This design comes from an exercise in tuning for small area and a short achievable clock period on the open sky130 flow, not from production work.
Function was checked by simulation only, so behaviour that the tests miss may differ from the original.
Power and IR drop assume default switching activity.

Setup of the reference run:
==> flow/design.v <==
module chunk_fifo #(
   parameter int DEPTH = 8,
   parameter int DW    = 256
) (
   input  logic          clk,
   input  logic          reset,
   input  logic          bus_val,
   input  logic          bus_sop,
   input  logic          bus_eop,
   input  logic [5:0]    bus_vbc,
   input  logic [DW-1:0] bus_data,
   output logic          bus_ready,
   output logic          bus_o_val,
   output logic          bus_o_sop,
   output logic          bus_o_eop,
   output logic [5:0]    bus_o_vbc,
   output logic [DW-1:0] bus_o_data,
   input  logic          bus_o_ready,
   output logic          idle,
   output logic          err,
   output logic [15:0]   pkt_cnt
);
   localparam int MD = DEPTH - 1;           
   localparam int EW = DW + 8;
   localparam logic S_IDLE   = 1'b0;
   localparam logic S_IN_PKT = 1'b1;
   logic [MD-1:0][EW-1:0] mem_q;
   logic [EW-1:0]         head_q, head_d, wr_entry;
   logic [MD-1:0]         wr_oh_q, wr_oh_d;       
   logic [MD-1:0]         rd_oh_q, rd_oh_d;       
   logic [MD-1:0]         mem_we_q, mem_we_d;     
   logic [MD-1:0]         mcnt_q, mcnt_d;         
   logic                  valid_q, valid_d;       
   logic                  ready_q, ready_d;
   logic                  wr_idle_q, wr_idle_d;   
   logic                  wr_inpkt_q, wr_inpkt_d; 
   logic                  idle_q, idle_d;
   logic                  state_q, state_d;
   logic                  err_q, err_d;
   logic [15:0]           pkt_cnt_q, pkt_cnt_d;
   logic accept, good, push, push_n, pop, refill, to_mem;
   logic [MD-1:0] we_if_mem, we_if_not;     
   logic [MD-1:0] cnt_if_mem, cnt_if_not;
   logic          rdy_if_mem, rdy_if_not;
   assign bus_ready  = ready_q;
   assign bus_o_val  = valid_q;
   assign bus_o_sop  = head_q[DW+7];
   assign bus_o_eop  = head_q[DW+6];
   assign bus_o_vbc  = head_q[DW+5:DW];
   assign bus_o_data = head_q[DW-1:0];
   assign idle       = idle_q;
   assign err        = err_q;
   assign pkt_cnt    = pkt_cnt_q;
   assign wr_entry = {bus_sop, bus_eop, bus_vbc, bus_data};
   chunk_fifo_wr_check u_check (
      .bus_val    (bus_val),
      .bus_sop    (bus_sop),
      .bus_eop    (bus_eop),
      .bus_vbc    (bus_vbc),
      .wr_idle_q  (wr_idle_q),
      .wr_inpkt_q (wr_inpkt_q),
      .good       (good),
      .push_n     (push_n)
   );
   assign push = ~push_n;
   always_comb begin
      accept = bus_val & ready_q;
      pop    = valid_q & bus_o_ready;
      refill = bus_o_ready & mcnt_q[0];
      to_mem = push & valid_q & (~bus_o_ready | mcnt_q[0]);
   end
   always_comb begin
      state_d = state_q;
      err_d   = 1'b0;
      if (accept) begin
         if (~good) begin
            state_d = S_IDLE;
            err_d   = 1'b1;
         end else begin
            state_d = bus_eop ? S_IDLE : S_IN_PKT;
         end
      end
   end
   always_comb begin
      cnt_if_mem = refill ? mcnt_q : {mcnt_q[MD-2:0], 1'b1};
      cnt_if_not = refill ? {1'b0, mcnt_q[MD-1:1]} : mcnt_q;
      we_if_mem  = {wr_oh_q[MD-2:0], wr_oh_q[MD-1]} & {MD{~cnt_if_mem[MD-1]}};
      we_if_not  = wr_oh_q & {MD{~cnt_if_not[MD-1]}};
      rdy_if_mem = ~cnt_if_mem[MD-1];
      rdy_if_not = ~(valid_q & cnt_if_not[MD-1]);
      wr_oh_d    = to_mem ? {wr_oh_q[MD-2:0], wr_oh_q[MD-1]} : wr_oh_q;
      rd_oh_d    = refill ? {rd_oh_q[MD-2:0], rd_oh_q[MD-1]} : rd_oh_q;
      mcnt_d     = to_mem ? cnt_if_mem : cnt_if_not;
      mem_we_d   = to_mem ? we_if_mem : we_if_not;
      ready_d    = to_mem ? rdy_if_mem : rdy_if_not;
      valid_d    = valid_q ? (~bus_o_ready | mcnt_q[0] | push) : push;
      idle_d     = ~valid_d & (state_d == S_IDLE);
      wr_idle_d  = ready_d & (state_d == S_IDLE);
      wr_inpkt_d = ready_d & (state_d == S_IN_PKT);
      pkt_cnt_d  = pkt_cnt_q;
      if (pop && head_q[DW+6] && (pkt_cnt_q != 16'hFFFF)) begin
         pkt_cnt_d = pkt_cnt_q + 16'd1;
      end
   end
   localparam int NS = 12;
   localparam int SW = (EW + NS - 1) / NS;
   for (genvar s = 0; s < NS; s++) begin : g_head
      localparam int LO = s * SW;
      localparam int W  = (LO + SW <= EW) ? SW : EW - LO;
      logic [MD*W-1:0] mem_s;
      for (genvar i = 0; i < MD; i++) begin : g_m
         assign mem_s[i*W +: W] = mem_q[i][LO +: W];
      end
      chunk_fifo_head_slice #(.W(W), .MD(MD)) u_slice (
         .reset       (reset),
         .push_n      (push_n),
         .bus_o_ready (bus_o_ready),
         .valid_q     (valid_q),
         .mem_ne_q    (mcnt_q[0]),
         .rd_oh_q     (rd_oh_q),
         .head_q      (head_q[LO +: W]),
         .mem_q       (mem_s),
         .wr_data     (wr_entry[LO +: W]),
         .head_d      (head_d[LO +: W])
      );
   end
   always_ff @(posedge clk) begin
      if (reset) begin
         wr_oh_q    <= MD'(1);
         rd_oh_q    <= MD'(1);
         mem_we_q   <= MD'(1);
         mcnt_q     <= '0;
         valid_q    <= 1'b0;
         ready_q    <= 1'b1;
         wr_idle_q  <= 1'b1;
         wr_inpkt_q <= 1'b0;
         idle_q     <= 1'b1;
         state_q    <= S_IDLE;
         err_q      <= 1'b0;
         pkt_cnt_q  <= '0;
      end else begin
         wr_oh_q    <= wr_oh_d;
         rd_oh_q    <= rd_oh_d;
         mem_we_q   <= mem_we_d;
         mcnt_q     <= mcnt_d;
         valid_q    <= valid_d;
         ready_q    <= ready_d;
         wr_idle_q  <= wr_idle_d;
         wr_inpkt_q <= wr_inpkt_d;
         idle_q     <= idle_d;
         state_q    <= state_d;
         err_q      <= err_d;
         pkt_cnt_q  <= pkt_cnt_d;
      end
   end
   always_ff @(posedge clk) begin
      head_q <= head_d;
   end
   always_ff @(posedge clk) begin
      for (int i = 0; i < MD; i++) begin
         if (mem_we_q[i]) mem_q[i] <= wr_entry;
      end
   end
endmodule
module chunk_fifo_wr_check (
   input  logic       bus_val,
   input  logic       bus_sop,
   input  logic       bus_eop,
   input  logic [5:0] bus_vbc,
   input  logic       wr_idle_q,
   input  logic       wr_inpkt_q,
   output logic       good,
   output logic       push_n
);
   logic lo_z0, lo_z1, lo_nz, vbc5_n, sop_n, g32_n, gsmall_n, vbc_bad, frame_n;
   chunk_fifo_g_nor3  u_z0 (.a(bus_vbc[0]), .b(bus_vbc[1]), .c(bus_vbc[2]), .y(lo_z0));
   chunk_fifo_g_nor2  u_z1 (.a(bus_vbc[3]), .b(bus_vbc[4]), .y(lo_z1));
   chunk_fifo_g_nand2 u_nz (.a(lo_z0), .b(lo_z1), .y(lo_nz));
   chunk_fifo_g_inv   u_i5 (.a(bus_vbc[5]), .y(vbc5_n));
   chunk_fifo_g_inv   u_is (.a(bus_sop), .y(sop_n));
   chunk_fifo_nand3   u_g32 (.a(bus_vbc[5]), .b(lo_z0), .c(lo_z1), .y(g32_n));
   chunk_fifo_nand3   u_gsm (.a(vbc5_n), .b(bus_eop), .c(lo_nz), .y(gsmall_n));
   chunk_fifo_g_and2  u_bad (.a(g32_n), .b(gsmall_n), .y(vbc_bad));
   chunk_fifo_g_a22oi u_fr (.a1(bus_sop), .a2(wr_idle_q), .b1(sop_n), .b2(wr_inpkt_q), .y(frame_n));
   chunk_fifo_g_nor2  u_good (.a(vbc_bad), .b(frame_n), .y(good));
   chunk_fifo_g_nand2 u_push (.a(bus_val), .b(good), .y(push_n));
endmodule
module chunk_fifo_head_slice #(
   parameter int W  = 22,
   parameter int MD = 7
) (
   input  logic            reset,
   input  logic            push_n,
   input  logic            bus_o_ready,
   input  logic            valid_q,
   input  logic            mem_ne_q,
   input  logic [MD-1:0]   rd_oh_q,
   input  logic [W-1:0]    head_q,
   input  logic [MD*W-1:0] mem_q,
   input  logic [W-1:0]    wr_data,
   output logic [W-1:0]    head_d
);
   logic sel_hold, sel_bus, head_busy;
   logic [MD-1:0] sel_mem;
   always_comb begin
      sel_hold = ~reset & valid_q & ~bus_o_ready;
      sel_mem  = {MD{~reset & bus_o_ready & mem_ne_q}} & rd_oh_q;
      head_busy = ~(~valid_q | (bus_o_ready & ~mem_ne_q));
   end
   chunk_fifo_g_nor3 u_sel_bus (.a(reset), .b(push_n), .c(head_busy), .y(sel_bus));
   for (genvar b = 0; b < W; b++) begin : g_bit
      logic [2:0] t;
      chunk_fifo_aoi222 u_t0 (
         .a1(sel_hold),   .b1(head_q[b]),
         .a2(sel_mem[0]), .b2(mem_q[0*W + b]),
         .a3(sel_mem[1]), .b3(mem_q[1*W + b]),
         .y (t[0])
      );
      chunk_fifo_aoi222 u_t1 (
         .a1(sel_mem[2]), .b1(mem_q[2*W + b]),
         .a2(sel_mem[3]), .b2(mem_q[3*W + b]),
         .a3(sel_mem[4]), .b3(mem_q[4*W + b]),
         .y (t[1])
      );
      chunk_fifo_aoi222 u_t2 (
         .a1(sel_mem[5]), .b1(mem_q[5*W + b]),
         .a2(sel_mem[6]), .b2(mem_q[6*W + b]),
         .a3(sel_bus),    .b3(wr_data[b]),
         .y (t[2])
      );
      chunk_fifo_nand3 u_or (.a(t[0]), .b(t[1]), .c(t[2]), .y(head_d[b]));
   end
endmodule
module chunk_fifo_aoi222 (
   input  logic a1, b1, a2, b2, a3, b3,
   output logic y
);
   assign y = ~((a1 & b1) | (a2 & b2) | (a3 & b3));
endmodule
module chunk_fifo_nand3 (
   input  logic a, b, c,
   output logic y
);
   assign y = ~(a & b & c);
endmodule
module chunk_fifo_g_inv (input logic a, output logic y);
   assign y = ~a;
endmodule
module chunk_fifo_g_nand2 (input logic a, b, output logic y);
   assign y = ~(a & b);
endmodule
module chunk_fifo_g_nor2 (input logic a, b, output logic y);
   assign y = ~(a | b);
endmodule
module chunk_fifo_g_nor3 (input logic a, b, c, output logic y);
   assign y = ~(a | b | c);
endmodule
module chunk_fifo_g_and2 (input logic a, b, output logic y);
   assign y = a & b;
endmodule
module chunk_fifo_g_a22oi (input logic a1, a2, b1, b2, output logic y);
   assign y = ~((a1 & a2) | (b1 & b2));
endmodule
==> flow/config.mk <==
export PLATFORM = sky130hd
export DESIGN_NAME = chunk_fifo
export DESIGN_NICKNAME = chunk_fifo
export VERILOG_FILES = /design/flow/design.v
export SDC_FILE = /design/flow/constraint.sdc
export NUM_CORES = 4
export LEC_CHECK = 0
export CAP_MARGIN = 20
export CORE_MARGIN = 2
export CORE_UTILIZATION = 65
export CTS_CLUSTER_DIAMETER = 150
export CTS_CLUSTER_SIZE = 30
export PLACE_DENSITY = 0.72
export SETUP_SLACK_MARGIN = 2.0
export SLEW_MARGIN = 20
export SYNTH_HIERARCHICAL = 1
export SYNTH_MINIMUM_KEEP_SIZE = 0
==> flow/constraint.sdc <==
create_clock -name core_clock -period 4.2 [get_ports {clk}]
set_input_delay 0.8400 -clock core_clock [delete_from_list [all_inputs] [get_ports {clk}]]
set_output_delay 0.8400 -clock core_clock [all_outputs]
set_load 0.01 [all_outputs]
standard.sh (not shown) runs the stock make flow with config.mk's settings and CLKGATE_MAP_FILE= SYNTH_SCRIPT=/design/flow/synth_recipe.tcl, a recipe that flattens the netlist after the stock synthesis.
==> flow/flow/run.sh <==
#!/bin/bash
# Standard ORFS layout (the standard.sh, unchanged synthesis), except that the port
# buffers are sky130_fd_sc_hd__buf_1 instead of the delay-cell buffer buffer_ports picks
# by default. Every make/OpenROAD/Yosys log stays under orfs/logs; make's own output goes
# to flow_make.log in this folder.
set -euo pipefail
bash standard.sh "BUFFER_PORTS_ARGS=-buffer_cell sky130_fd_sc_hd__buf_1" finish > flow_make.log 2>&1
Inputs modified between the reference run and the trial run:
--- a/flow/design.v
+++ b/flow/design.v
@@ -23,9 +23,10 @@
    localparam int MD = DEPTH - 1;           
    localparam int EW = DW + 8;
    localparam logic S_IDLE   = 1'b0;
    localparam logic S_IN_PKT = 1'b1;
-   logic [MD-1:0][EW-1:0] mem_q;
+   logic [MD-1:0][EW-2:0] mem_q;
+   logic [MD-1:0][EW-1:0] mem_view;
    logic [EW-1:0]         head_q, head_d, wr_entry;
    logic [MD-1:0]         wr_oh_q, wr_oh_d;       
    logic [MD-1:0]         rd_oh_q, rd_oh_d;       
    logic [MD-1:0]         mem_we_q, mem_we_d;     
@@ -101,16 +102,16 @@
       if (pop && head_q[DW+6] && (pkt_cnt_q != 16'hFFFF)) begin
          pkt_cnt_d = pkt_cnt_q + 16'd1;
       end
    end
-   localparam int NS = 12;
+   localparam int NS = 8;
    localparam int SW = (EW + NS - 1) / NS;
    for (genvar s = 0; s < NS; s++) begin : g_head
       localparam int LO = s * SW;
       localparam int W  = (LO + SW <= EW) ? SW : EW - LO;
       logic [MD*W-1:0] mem_s;
       for (genvar i = 0; i < MD; i++) begin : g_m
-         assign mem_s[i*W +: W] = mem_q[i][LO +: W];
+         assign mem_s[i*W +: W] = mem_view[i][LO +: W];
       end
       chunk_fifo_head_slice #(.W(W), .MD(MD)) u_slice (
          .reset       (reset),
          .push_n      (push_n),
@@ -157,10 +158,13 @@
       head_q <= head_d;
    end
    always_ff @(posedge clk) begin
       for (int i = 0; i < MD; i++) begin
-         if (mem_we_q[i]) mem_q[i] <= wr_entry;
-      end
+         if (mem_we_q[i]) mem_q[i] <= {wr_entry[EW-1:DW+6], wr_entry[DW+4:0]};
+      end
+   end
+   for (genvar i = 0; i < MD; i++) begin : g_view
+      assign mem_view[i] = {mem_q[i][EW-2:DW+5], (mem_q[i][DW+4:DW] == 5'd0), mem_q[i][DW+4:0]};
    end
 endmodule
 module chunk_fifo_wr_check (
    input  logic       bus_val,
- Looking only at count of buffering cells on the critical path with inverters included, and setting everything else aside, the higher value of the trial run and the reference run goes to the trial run.
- On depth of the critical timing path with buffers and inverters included, the lower figure sits with the trial run, not the reference run.
- Arrival time of data at the critical path endpoint (the trial run over the reference run): decrease, 1480 ps
- No run among the trial run and the reference run stopped early or left any final violation; all are clean.
- Summary of the trial run over the reference run: cell row count -about 0.8%; proportion of cell area occupied by multi-input gates has decreased; layout overhead on the synthesized area now smaller.
- The trial run against the reference run: sequential share of layout area went up, total wirelength of the detailed-routed design went down, relative contribution of combinational cells to total power saw little to no change, post-synthesis cell area went down.
- Compared with the reference run, the trial run shows a lower combinational power.
- On the trial run: power is about 0.5% lower than what the reference run gave.
- The trial run vs. the reference run: area share of fa/ha/maj cells after synthesis held steady, met2 wire length shrank by 2400 um.

-- static timing again, ports no longer ideal --
In the flow no input, the clock included, has a driving cell. The finished layouts below were timed again as built, in two steps. Step 1 assumes that a clkbuf_16 drives the clock port and a buf_2 every other input. Step 2 also shifts input and output timing later by t, the mid clock arrival at the registers, as if the neighbouring blocks saw the same clock. Three values: ideal, step 1, step 2; two values: the first two.
run | t (ns) | slack for setup (ns) | slew at the worst register clock pin (ns)
the reference run | 0.784 | 2.028 / 1.953 / 1.258 | 0.12 / 0.12
the trial run | 0.772 | 2.014 / 1.941 / 1.329 | 0.12 / 0.12
After both steps every run listed still meets setup and hold. For the reference run, which loses most, drivers alone change the setup slack by -0.075 ns; drivers and shift together by -0.770 ns.
